Background: an optimization exercise with open tools, aiming at a short achievable clock period and few clock cycles per item. Do not read the settings as production practice. In this exercise RTL edits were held to simulation tests only and were not proved equivalent to the original. No activity file was given, so power comes from the tool's default toggle rates.

== build 53 ==
==> flow/design.v (excerpt) <==
module cpu_top (
    input  logic        clk,
    input  logic        reset,
    output logic [9:0]  instr_addr,
    input  logic [17:0] instr_data,
    output logic [9:0]  mem_addr,
    output logic [17:0] mem_wdata,
    output logic        mem_we,
    output logic        mem_re,
    input  logic [17:0] mem_rdata
);
Settings: LEC_CHECK=0, CAP_MARGIN=20, CORE_MARGIN=2, CORE_UTILIZATION=50, GPL_TIMING_DRIVEN=1, SETUP_SLACK_MARGIN=3.5, SLEW_MARGIN=20; clock period 6.0 ns.
run.sh (not shown) runs the stock make flow with config.mk's settings and CLKGATE_MAP_FILE= SYNTH_SCRIPT=/design/flow/synth_recipe.tcl, a recipe that flattens the netlist after the stock synthesis.
Build 53 | status: complete | timing, DRC, antenna: pass
Testbench counts of build 53, summed over its fixed seeds: cycles 93,623, instrs 84,944.
Here is what was changed in the inputs of build 31 compared with build 53.
Settings: SETUP_SLACK_MARGIN now 3.4, was 3.5; CORE_UTILIZATION now 55, was 50; PLACE_DENSITY now 0.75, previously not set.
==> run summary <==
Looking at proportion of final cell area spent on non-clock buffers, build 31 sits 0.66 points below build 53.
Build 31 vs. build 53: design area now smaller; utilization rose 5.1 points; power consumption dropped 0.15 mW; total half-perimeter wirelength after legalization and detailed placement fell by about 11%; number of enable-type register cells in the synthesized netlist shows no meaningful change.
Comparing build 53 against build 31, there is no change at all in number of synthesized register bits.
Final-stage net count (lower): build 31
On worst-case setup margin in the final layout, build 31 does worse than build 53.
Build 53 -> build 31: cell count decreased by a few percent
Between build 31 and build 53, worst slack at placement is lower for build 53, build 31 comes in above that.
The following lists how build 93 was set up differently from build 31:
Settings: PLACE_DENSITY: 0.75 -> unset.
Results
- Comparing the two runs side by side, build 93 comes out ahead of build 31 on static leakage power.
- The final reports for build 93 and build 31 show data required time of the worst path lower in the former.
- Build 93: internal power of the cells is about 0.8% lower than what build 31 reported.
- When build 93 is set beside build 31, its hold slack turns out to be 5.4 ps smaller.
- Diff build 31 -> build 93: clock skew went down; total met3 wirelength after detailed routing went down.
## Diff of input files: build 51 against build 93
Settings: changing SETUP_SLACK_MARGIN from 3.4 to 3.5; changing CORE_UTILIZATION from 55 to 50.
==> flow/flow/run.sh (new file) <==
#!/bin/bash
# The standard layout, with the synthesis step that maps adders to the
# library's half- and full-adder cells turned off, so that ABC maps the
# adder, comparator and incrementers as plain logic.
set -e
cp standard.sh standard_sh.log
export ADDER_MAP_FILE=
bash standard.sh > standard.log 2>&1
==> flow/standard.sh (new file) <==
#!/bin/bash
# synth_recipe.tcl (not shown) runs the flow's synth.tcl, then flattens the netlist and writes it again
# the make line also repeats each setting of config.mk as NAME=value (left out here)
make -C /OpenROAD-flow-scripts/flow DESIGN_CONFIG=/design/flow/config.mk WORK_HOME=/design/flow/orfs CLKGATE_MAP_FILE= SYNTH_SCRIPT=/design/flow/synth_recipe.tcl "${@:-finish}"
removed: flow/run.sh
- Build 51 falls short of build 93 in final routed wirelength across all metal layers.
- Compared build 51 against build 93; via count of the first global-routing pass within noise.
- Relative to build 93, sequential group share of total power has increased by 1.0 points in build 51.
- A cell class ranked first by area of flip-flops and latches is what build 51 shows, while multi-input gates belongs to build 93.
- In build 51 relative to build 93, power after layout had gone down slightly.
- Buffers plus inverters on the worst setup path, build 51 and build 93: smaller value in build 93
- [compare] base=build 93 new=build 51: portion of the layout cell area used by non-clock buffers shows an increase of 1.1 points, number of vias per cell shows a reduction of about 0.9%.
- Of the two values seen for type of the setup path with the least slack, flip-flop to flip-flop was produced by build 93 and input pin to flip-flop by build 51.
Input changes introduced in build 91 (baseline for comparison: build 51):
Settings: changing CORE_UTILIZATION from 50 to 60; changing SETUP_SLACK_MARGIN from 3.5 to 3.3.
==> flow/run.sh (new file) <==
#!/bin/bash
# synth_recipe.tcl (not shown) runs the flow's synth.tcl, then flattens the netlist and writes it again
# the make line also repeats each setting of config.mk as NAME=value (left out here)
make -C /OpenROAD-flow-scripts/flow DESIGN_CONFIG=/design/flow/config.mk WORK_HOME=/design/flow/orfs CLKGATE_MAP_FILE= SYNTH_SCRIPT=/design/flow/synth_recipe.tcl finish
removed: flow/flow/run.sh
removed: flow/standard.sh
[summary]
Against build 51, build 91 comes in about 2.3% higher on ratio of total power to cell area.
Summary of build 91 over build 51: number of resized instances in the post-cts repair step decreased 229, total clock buffers created by CTS now smaller, clock buffer instance count of the final layout fell by about 9%, met3 usage in global routing higher.
Build 91 reports its cell with the biggest individual delay on the critical path as sky130_fd_sc_hd__or4_1 while build 51 reports sky130_fd_sc_hd__or4_4.
Build 91 reports its critical path startpoint as opY_q[12] while build 51 reports instr_data[16].
Comparing build 91 and build 51, pin count of the biggest net entering global routing is lower on build 91.
Comparing build 91 with build 51, the highest clock rate came out essentially unchanged.
Gate count after technology mapping of build 91 falls short of that of build 51 slightly.
Build 91 — hold slack 5.1 ps lower, build 51 as reference
Sequential share of layout area: higher on build 91

* * *

## job 1851
cpu_top, a different RTL version from the one above (not shown whole).
Size in the first run: about 4100 cells after synthesis, about 0.042 mm² of cells after synthesis.
Settings: LEC_CHECK=0, CAP_MARGIN=20, CORE_MARGIN=2, CORE_UTILIZATION=60, GPL_TIMING_DRIVEN=1, SETUP_SLACK_MARGIN=3.3, SLEW_MARGIN=20; clock period 6.0 ns.
Stock flow here: none of the scripts above is used.
Per the final summary, job 1851 finished and its layout is clean on timing, DRC and antenna.
Testbench counts of job 1851, summed over its fixed seeds: cycles 93,623, instrs 84,944.
Input-level comparison between job 9279 and job 1851:
- a change of CORE_UTILIZATION from 60 to 55
- an added CTS_CLUSTER_SIZE of 20
- an added CTS_CLUSTER_DIAMETER of 80
- a change of SETUP_SLACK_MARGIN from 3.3 to 3.4
==> comparison <==
- The lower fraction of the core area covered by cells at the end of the flow of job 9279 and job 1851 is in job 9279.
- Final worst slack ended up 0.0067 ns lower on job 9279 than on job 1851.
- Of job 9279 and job 1851, it is job 9279 that has the lower via count normalized by instance count.
- Compared with job 1851, job 9279 shows a higher fraction of standard cell area in multi-input logic.
- In the reports for job 9279 and job 1851, the larger logic depth of the worst setup path including buffers belongs to job 9279.
- Maximum cell stage delay along the critical path across job 9279 and job 1851: no real change.
- Job 9279 vs. job 1851: part of the total power dissipated in the clock network went down by 7.4 points.
- From job 1851 to job 9279 the numbers moved as follows: setup fix buffers added after clock tree synthesis grew by 27; half-perimeter wire length after detailed placement shows an increase of 1.6%; area added between synthesis and finish -3.0 points.
[inputs] job 9870 vs job 9279
- removing CTS_CLUSTER_SIZE (formerly 20)
- removing CTS_CLUSTER_DIAMETER (formerly 80)
- changing SETUP_SLACK_MARGIN from 3.4 to 3.5
- changing CORE_UTILIZATION from 55 to 50
[summary]
- Sort job 9870 and job 9279 by via count, ascending, and job 9870 comes first.
- Compared to job 9279, job 9870 was floorplanned on a bigger die.
- Against job 9279 as the reference, job 9870 delivers a higher non-clock buffer count.
- Job 9279 → job 9870: final instance area increased by 0.0028 mm² relative to the old numbers, share of cell area taken by flip-flops and latches went down 2.6 points, peak per-stage delay on the critical path moved up, required time of the critical path shows an increase of 0.04 ns, largest fanout on the critical path shows a reduction of 12.
- Job 9870 vs. job 9279: total detailed-routing wirelength fell about 0.8%, part of the total power dissipated in combinational logic fell 3.0 points.
- Relative to job 9279, the count of buffers added by post-CTS timing repair for setup of job 9870 is higher by 26.

* * *

Another version of the RTL of cpu_top (not shown whole).
Size: roughly 2400 cells after synthesis, ~450 flip-flops.
Settings: LEC_CHECK=0, CAP_MARGIN=20, CORE_MARGIN=2, CORE_UTILIZATION=40, SLEW_MARGIN=20; clock period 6.0 ns.
Testbench counts at the start, summed over its fixed seeds: cycles 98,180, instrs 84,944.
Next try:
ABC_CLOCK_PERIOD_IN_PS = 2000   (was unset)
GPL_TIMING_DRIVEN = 1   (was unset)
SETUP_SLACK_MARGIN = 4.0   (was unset)
Final area went up by 21%. Clock power came out higher by about 4%. Sequential share of layout area is lower by 7.5 points. Non-clock buffer count increases by 272. Final cell count came out higher by 8.7%. Synthesized area does not change.

* * *

== cedar ==
cpu_top, a different RTL version from the one above (not shown whole).
For scale: ~4200 cells after synthesis, roughly 880 flip-flops, ~78 I/O pins, about 43000 um2 of cells after synthesis.
clock: 6.0 ns
lec_check: 0
cap_margin: 20
core_margin: 2
core_utilization: 55
gpl_timing_driven: 1
setup_slack_margin: 3.4
slew_margin: 20
cedar ended with every stage complete and zero timing, DRC or antenna violations.
Testbench counts of cedar, summed over its fixed seeds: cycles 93,623, instrs 84,944.
The following lists how umber was set up differently from cedar:
Settings: a change of SETUP_SLACK_MARGIN from 3.4 to 3.5; a change of CORE_UTILIZATION from 55 to 50.
==> run summary <==
- Relative to cedar, the wire length on met3 of umber is lower by 2.6 mm.
- Of the two values seen for highest layer used for signal routing, met4 was produced by umber and met5 by cedar.
- Est. power | umber vs cedar | umber higher
- umber against cedar: number of cells on the critical path fell by 9; total routing usage reported by global routing fell by 4.6 points; clock skew fell by 0.0087 ns; switching power total stayed essentially flat; slew at the pin closest to its max-slew limit stayed essentially flat.
- Measured against umber, the die area of cedar comes out at 0.910 times the reference value.
- umber: full flow OK, the timing, design-rule and antenna checks passed
Setup changes, umber to sierra
Settings: a change of CORE_UTILIZATION from 50 to 45.
Results
In sierra the combinational group share of total power turned out 1.1 points lower than in umber. Diff umber -> sierra: flip-flop and latch count ~0 delta; worst ir drop on vdd -13%.

* * *

cpu_top with an RTL version that a note above also has.
Size: about 840 flip-flops, roughly 78 I/O pins, ~0.042 mm² of cells after synthesis.
clock: 6.0 ns
lec_check: 0
cap_margin: 20
core_margin: 2
core_utilization: 55
gpl_timing_driven: 1
setup_slack_margin: 3.8
slew_margin: 20
Testbench counts at the start, summed over its fixed seeds: cycles 93,623, instrs 84,944.
Edit:
--- a/flow/config.mk
+++ b/flow/config.mk
@@ -12 +12 @@
-export SETUP_SLACK_MARGIN = 3.8
+export SETUP_SLACK_MARGIN = 3.0
Outcome:
- The changed run went through all stages and came out clean
- power decreases by about 7.5%
- utilization went down by 5.2 points
- setup slack degrades by 0.22 ns
- flip-flop and latch count is unchanged
- non-clock buffer count shrinks by 218
- via count is lower by 5.8%
Edit:
--- a/flow/config.mk
+++ b/flow/config.mk
@@ -10 +10 @@
-export CORE_UTILIZATION = 55
+export CORE_UTILIZATION = 65
@@ -12 +12 @@
-export SETUP_SLACK_MARGIN = 3.0
+export SETUP_SLACK_MARGIN = 3.4
What happened:
- design area is higher slightly
- setup slack gets better by 0.23 ns
- die area decreases by about a fifth
- fmax rises by a little under a tenth
- worst hold slack gets better by 0.0040 ns
- power climbs slightly
- first-iteration DRC count is higher by about a fifth
- via count rises by a few percent
- sequential cell count stays the same
- critical path depth grows by 10
- core utilization climbs by 12 points

* * *

cpu_top with an RTL version that a note above also has.
Size in the first run: roughly 4200 cells after synthesis, roughly 880 flip-flops, ~78 I/O pins, roughly 43000 µm² of cells after synthesis.
clock: 6.0 ns
lec_check: 0
cap_margin: 20
core_margin: 2
core_utilization: 50
cts_cluster_diameter: 60
cts_cluster_size: 24
gpl_timing_driven: 1
setup_slack_margin: 3.5
slew_margin: 20
The starting point produced a clean layout.
Testbench counts at the start, summed over its fixed seeds: cycles 93,623, instrs 84,944.
Edit:
--- a/flow/config.mk
+++ b/flow/config.mk
@@ -10,5 +10,4 @@
 export CORE_UTILIZATION = 50
-export CTS_CLUSTER_DIAMETER = 60
-export CTS_CLUSTER_SIZE = 24
 export GPL_TIMING_DRIVEN = 1
+export PLACE_DENSITY_LB_ADDON = 0.1
 export SETUP_SLACK_MARGIN = 3.5
Routed wire length drops slightly.
Sequential share of layout area stays flat.
Final area is about the same.
Combinational power drops by a few percent.

==> separate check: timing with driven ports <==
In the flow no input, the clock included, has a driving cell. The finished layouts below were timed again as built, in two steps. Step 1 sets driving cells, clkbuf_16 on the clock port and buf_2 on the other inputs (assumed; they add their load-dependent delay and slew). Step 2 moves the port delays by t, midway between the first and last clock arrival at a register: inputs arrive t later, outputs are due t later. That takes back most of the time a late clock gives input paths. Three values: ideal ports, drivers, drivers and shift; two values: the first two.
run	t, ns	slack for setup (ns)	latest minus earliest clock arrival (ns)	slew at the worst register clock pin (ns)	worst data-port slew with drivers (ns)
build 53	0.733	3.330 / 3.261 / 2.773	0.028 / 0.028	0.07 / 0.07	0.12
build 31	0.726	3.195 / 3.195 / 2.642	0.032 / 0.032	0.07 / 0.07	0.06
build 93	0.718	3.332 / 3.301 / 2.751	0.024 / 0.024	0.07 / 0.07	0.04
build 51	0.735	3.280 / 3.283 / 2.548	0.044 / 0.044	0.07 / 0.07	0.07
build 91	0.718	3.281 / 3.276 / 2.573	0.025 / 0.024	0.07 / 0.07	0.09
job 1851	0.716	3.307 / 3.267 / 2.642	0.022 / 0.023	0.07 / 0.07	0.07
job 9279	0.716	3.300 / 3.308 / 2.634	0.035 / 0.035	0.09 / 0.09	0.05
job 9870	0.730	3.307 / 3.307 / 2.660	0.026 / 0.025	0.07 / 0.07	0.05
the first run of note 3	0.655	1.810 / 1.810 / 1.810	0.034 / 0.035	0.07 / 0.07	0.05
the second run of note 3	0.652	2.639 / 2.639 / 2.639	0.038 / 0.038	0.07 / 0.07	0.07
cedar	0.721	3.394 / 3.369 / 2.705	0.030 / 0.030	0.07 / 0.07	0.05
umber	0.742	3.499 / 3.427 / 2.725	0.021 / 0.021	0.07 / 0.07	0.14
sierra	0.762	3.475 / 3.417 / 2.714	0.032 / 0.033	0.07 / 0.07	0.12
the first run of note 5	0.722	3.275 / 3.275 / 2.771	0.035 / 0.035	0.07 / 0.07	0.08
the second run of note 5	0.719	3.053 / 2.986 / 2.465	0.037 / 0.036	0.07 / 0.07	0.04
the third run of note 5	0.700	3.284 / 3.284 / 2.807	0.015 / 0.015	0.07 / 0.07	0.04
the first run of note 6	0.720	3.482 / 3.426 / 2.823	0.041 / 0.041	0.09 / 0.09	0.09
the second run of note 6	0.730	3.482 / 3.449 / 2.835	0.035 / 0.035	0.07 / 0.07	0.05
After both steps every run listed still meets setup and hold. The setup slack of umber, which loses most, moves by -0.072 ns with the drivers and by -0.774 ns with both steps.
